Background: an optimization exercise with open tools, aiming at small area, a short achievable clock period and few clock cycles per item. Do not read the settings as production practice. In this exercise RTL edits were held to simulation tests only and were not proved equivalent to the original.

==> flow/design.v (outline; a module is shown in full before it is edited, if it fits) <==
// module apbRegs: 65 lines
// module frameSequencer: 118 lines
// module chromaUpsampler: 57 lines
// module chromaFilter: 296 lines
// module colourConverter: 998 lines
// module rgbWriter: 33 lines
// module colourTop: 105 lines
module colourTop (
	input logic CLOCK_50_I,
	input logic resetn,
	input logic [3:0] paddr,
	input logic psel,
	input logic penable,
	input logic pwrite,
	input logic [31:0] pwdata,
	output logic [31:0] prdata,
	output logic pready,
	output logic pslverr,
	output logic memRdEn,
	output colourPkg::addr_t memRdAddr,
	input colourPkg::word_t memRdData,
	output logic memWrEn,
	output colourPkg::addr_t memWrAddr,
	output colourPkg::word_t memWrData
);
  // ...
==> flow/run.sh <==
#!/bin/bash
# synth_recipe.tcl (not shown) runs the flow's synth.tcl, then flattens the netlist and writes it again
# the make line also repeats each setting of config.mk as NAME=value (left out here)
make -C /OpenROAD-flow-scripts/flow DESIGN_CONFIG=/design/flow/config.mk WORK_HOME=/design/flow/orfs CLKGATE_MAP_FILE= SYNTH_SCRIPT=/design/flow/synth_recipe.tcl finish
==> flow/config.mk <==
export PLATFORM = sky130hd
export DESIGN_NAME = colourTop
export DESIGN_NICKNAME = colourTop
export VERILOG_FILES = /design/flow/design.v
export SDC_FILE = /design/flow/constraint.sdc
export NUM_CORES = 4
export LEC_CHECK = 0
export CAP_MARGIN = 20
export CORE_MARGIN = 2
export CORE_UTILIZATION = 40
export PLACE_DENSITY = 0.6
export SETUP_SLACK_MARGIN = 3.5
export SLEW_MARGIN = 20
==> flow/constraint.sdc <==
create_clock -name core_clock -period 9.0 [get_ports {CLOCK_50_I}]
set_input_delay 1.8000 -clock core_clock [delete_from_list [all_inputs] [get_ports {CLOCK_50_I}]]
set_output_delay 1.8000 -clock core_clock [all_outputs]
set_load 0.01 [all_outputs]
==> impl.org, run 1 <==
** Status
- Outcome :: no timing/DRC/antenna violations

** Worst hold path
- Startpoint of the tightest hold check path :: rdWord[6]$_DFF_P_
- Counting instances, the worst hold path has a depth of 0.
- End of the worst hold path :: yOddHeld[6]$_DFF_P_

** Floorplan
- I/O pin total :: 145

** Layout
- The area growth from synthesis to layout is 23.82%.
- Clock buffers and inverters, area share :: 3.619%
- Summing all non-filler instances in the final layout gives an area of 0.02642 mm^2.
- Share of cell area taken by multi-input logic gates :: 53.70%

** Critical path
- Largest fanout on the critical path :: 7
- Critical Path AT :: 7.18 ns
- Worst setup EP type :: flip-flop
- Depth of the critical timing path with buffers and inverters included :: 29
- On the worst path, the slowest cell contributes a delay of 0.51 ns.
- Startpoint type of the worst setup path :: flip-flop

** STA
- Relative max-transition margin :: roughly 39%
- Time the worst path needs with I/O delays and setup :: 6.887 ns

** Placed design
- The placed instances occupy a cell area of 0.02327 mm^2.
- The count of buffers added on input and output ports is 87.

** Logic synthesis
- Multiplexer area fraction after synthesis :: 2.709%
- Synth area leaders :: fa_1 21%, edfxtp_1 15%, dfxtp_1 13%, ha_1 12%, inv_1 7.0%

** Detailed routing
- Met2 routed WL :: 28.19 mm
- Via Count :: around 16000

** CTS
- Buffer levels on the longest clock path :: 3
Testbench counts, summed over its fixed seeds: cycles 921,696, frames 8.
==> run 2: changes to the inputs <==
--- a/flow/config.mk
+++ b/flow/config.mk
@@ -9,5 +9,4 @@
 export CORE_MARGIN = 2
 export CORE_UTILIZATION = 40
 export PLACE_DENSITY = 0.6
-export SETUP_SLACK_MARGIN = 3.5
 export SLEW_MARGIN = 20
==> impl.org, run 2 <==
** STA
- Setup violations remaining at the end of the flow were counted as 0.
- The worst path uses 89.35% of the clock period.
- Slew @ Worst Pin :: 0.8793 ns
- Setup total negative slack on the finished layout was measured at 0 ns.
- Setup repair after global routing left no endpoint under its margin.
- Slack of the critical path :: between 0.9 and 1 ns
- Time the worst path needs with I/O delays and setup :: 8.042 ns (+1.155 ns)
- Clock tree skew after final layout :: 0.01744 ns
- The max-slew headroom at the worst pin came to 41.20% (+2.2 points).
- The number of failing hold endpoints at the final stage was 0.
- Highest attainable clock frequency :: 124.3 MHz
- The tightest hold path in the finished design has a slack of 0.3845 ns.
- The number of max-slew violations in the final report is 0.

** Floorplan
- Starting Density :: between 40% and 50%
- Area enclosed by the die boundary :: 0.05520 mm^2
- Number of placement rows :: 84
- Area of the core :: 0.05266 mm^2
- The die is 235.0 um tall.
- The total I/O pin count came to 145 (unchanged).
- Die W :: 235.0 um

** Worst hold path
- In this run the most critical hold path is launched from rdWord[5]$_DFF_P_.
- Cells on Worst Hold Path :: 0 (unchanged)
- End of the worst hold path :: yOddHeld[5]$_DFF_P_
- Hold Crit Class :: reg -> reg

** Logic synthesis
- Yosys warning count :: 11
- The largest total area in the synthesized netlist belongs to fa_1.
- Summing the sequential cell areas from Yosys gives 29.70% of the chip area.
- In the synthesized netlist, the cells that appear most often are 398 x inv_1, 220 x fa_1, 210 x ha_1.
- Synthesis produced about 2100 cells.
- Yosys cell types :: 84
- In the synthesized netlist the async set-or-reset flop fraction comes to approximately 6.9%.
- Count of state elements after synthesis :: 260
- Synth top area share :: between 20% and 30%
- In this run, synthesis inferred around 100 flip-flops with an integrated enable.
- Ranked by total cell area, the synthesized netlist is headed by fa_1 21%, edfxtp_1 15%, dfxtp_1 13%, ha_1 12%, inv_1 7.0%.
- Syn Std Cell Area :: 0.02134 mm^2
- Among all cell types in the netlist, the one instantiated most often is inv_1.
- The most used flip-flop cell after synthesis is dfxtp_1.
- Mean post-synth cell area :: 9.956 um^2

** Layout
- Share of final-layout standard cells stronger than drive strength 1 :: 4.440%
- Layout area overhead :: 11.51%
- The largest registers in the layout are ups.a (40), ups.b (40), writer.memWrAddr (18).
- Fill count :: 5032
- The library cell used most frequently in the layout, excluding fill and tap cells, is inv_1.
- Summing all multi-input logic gate instances after layout gives 0.01321 mm^2.
- In the layout the commonest cells are 398 x inv_1, 220 x fa_1, 210 x ha_1, 151 x nand2_1, 138 x dfxtp_1.
- Once layout is complete, the cells apart from fillers number a little under 3000.
- The number of antenna diodes in the final layout is 0.
- Finished Core Util :: 45.18%
- Registers take 0.006336 mm^2.
- The net count of the finished layout is 2718.
- Post-route cell area :: 0.02379 mm^2 (-9.9%)

** Global route
- The via count of the first global-routing pass came to 15760.
- The first global-routing pass estimated 85.23 mm of wire.
- Maximum number of pins on one net before global-route repair :: 64
- Initial antenna violation count :: 0
- Overflow left after global routing :: 0
- GRT Overall Usage :: 19.34%

** CTS
- Number of CTS-inserted buffers :: 27
- Clock latency reported for the late side of the worst-skew pair :: 0.56 ns
- Cts-stage hold buffer count :: 0
- Number of buffers added for setup after CTS :: 0
- The root buffer cell chosen for the clock tree is clkbuf_16.
- The number of buffers between clock root and the deepest sink was 3 (unchanged).
- In this run, post-CTS repair resized a total of 0 instances.
- CTS tree :: built
- Clock tree sinks :: 260
- H-tree level count :: 1
- Clock transition time at the flip-flop clock pins of the worst setup and hold paths :: 0.06 ns

** Detailed routing
- For this run, design rule violations remaining after detail routing come to 0.
- Number of routed nets with antenna violations :: 0
- After detailed routing, the average wire length per cell comes to 18.00 um.
- The first detailed-routing pass took 5 iterations.
- Wires add up to 52.92 mm.
- Via Count :: 15120 (-5.0%)
- The first routing iteration left 967 violations.
- Avg Vias per Cell :: 5.143

** Critical path
- In this run the critical register-to-register path is captured at writer.memWrData[2]$_DFF_P_.
- At the worst endpoint, the required time is 9.44 ns.
- STA classifies the critical path startpoint as a flip-flop.
- The critical path is of the reg -> reg type.
- The startpoint identified for the worst register-to-register timing path is seq.ph[1]$_DFF_PN0_.
- The maximum fanout along the worst path came to 38 (+31).
- Worst setup EP type :: flip-flop
- Critical Path AT :: 8.48 ns (+1.30 ns)
- Depth of the most critical reg-to-reg path :: 20
- Minimum setup slack among reg-to-reg paths :: 0.96 ns

** Placed design
- The standard cell area after detailed placement came to 0.02291 mm^2 (-1.6%).
- Once placement completed, the tool counted placed cells totaling 2890.
- Detailed placement HPWL :: around 42 mm
- Number of port buffers :: 87 (unchanged)
- Routability-driven placement finished with a final weighted congestion of 0.8972.
- Worst slack after detailed placement :: between 1 and 1.5 ns

** Status
- Outcome :: no timing/DRC/antenna violations

** Job
- The tool flagged a number of max-cap violations equal to 0.
-- run 2: worst max-delay path, stage by stage, from the launching register on --
cell and delay, ns:
dfrtp_1 0.72, nand2b_4 0.40, inv_2 0.22, buf_4 0.43, mux2i_1 0.75, inv_1 0.55, fa_1 0.64, inv_1 0.05
fa_1 0.50, fa_1 0.55, inv_1 0.05, ha_1 0.34, a21oi_1 0.21, nor2b_1 0.08, or3_1 0.30, o211a_1 0.21
a211oi_1 0.66, nor4b_1 0.20, nor4_4 0.53, a31oi_1 0.14, or3_1 0.35
-- run 2: cell families (layout without fill, tap and decap cells) --
kind of cell	after synthesis	in the layout	share of synthesized area (%)
buffers and inverters	470	555	8.849
other	2	26	0.03520
multiplexers	55	55	2.709
AO/OA/AOI/OAI	371	371	11.16
adder cells (fa/ha/maj)	437	437	33.29
AND/OR/NAND/NOR	442	442	9.911
flip-flops	260	260	29.70
XOR/XNOR	106	106	4.351
-- run 2: cell type report --
type                       instances  area share, %
clock inverter                    11         0.4207
clock buffer                      39          3.287
timing repair buffer             105          4.228
multi-input combinational       1437          55.50
inverter                         400          6.311
sequential                       260          26.63
tap                              688          3.618
-- run 2: how the worst max path moves through the flow --
| stage | startpoint | to | slack [ns] | depth (start not counted) |
|---|---|---|---|---|
| 4_1_cts | seq.ph[1]$_DFF_PN0_ | writer.memWrData[2]$_DFF_P_ | 0.98 | 20 |
| 5_1_grt | seq.ph[1]$_DFF_PN0_ | writer.memWrData[2]$_DFF_P_ | 0.57 | 20 |
| 2_1_floorplan | seq.ph[0]$_DFF_PN0_ | writer.memWrData[2]$_DFF_P_ | 0.61 | 22 |
| 3_5_place_dp | seq.ph[1]$_DFF_PN0_ | writer.memWrData[2]$_DFF_P_ | 1.04 | 20 |
| 3_3_place_gp | seq.ph[1]$_DFF_PN0_ | writer.memWrData[2]$_DFF_P_ | 1.11 | 20 |
| 6_report | seq.ph[1]$_DFF_PN0_ | writer.memWrData[2]$_DFF_P_ | 0.96 | 20 |
-- run 2: routing by layer --
layer | vias up | track usage, % | share of wire (%)
li1 | 7214 | - | -
met1 | 7493 | 25.38 | 45
met2 | 334 | 33.80 | 49
met3 | 78 | 2.185 | 4.0
met4 | 0 | 5.236 | 2.6
met5 | - | 0 | 0

[static timing again, ports no longer ideal]
The results above use ideal ports. As a check the final layouts listed here were re-extracted and re-timed, cells and wires unchanged. Step 1 (the two cells are an assumption about what drives the block):
set clk [get_ports {CLOCK_50_I}]
set_driving_cell -lib_cell sky130_fd_sc_hd__clkbuf_16 $clk
set_driving_cell -lib_cell sky130_fd_sc_hd__buf_2 [delete_from_list [all_inputs] $clk]
Step 2 adds t to the input delays and takes it off the output delays; t is the mean of the earliest and latest rising clock arrival at the registers after step 1. Input paths then give back, and output paths get back, about the clock's delay inside the block. a / b / c = no drivers / after step 1 / after step 2; a / b = the first two.
| run | t (ns) | slack for setup (ns) | slew at the worst register clock pin (ns) |
|---|---|---|---|
| run 1 | 0.623 | 2.113 / 2.113 / 2.113 | 0.06 / 0.06 |
| run 2 | 0.614 | 0.958 / 0.958 / 0.958 | 0.06 / 0.06 |
After both steps setup and hold are still met in every run listed.
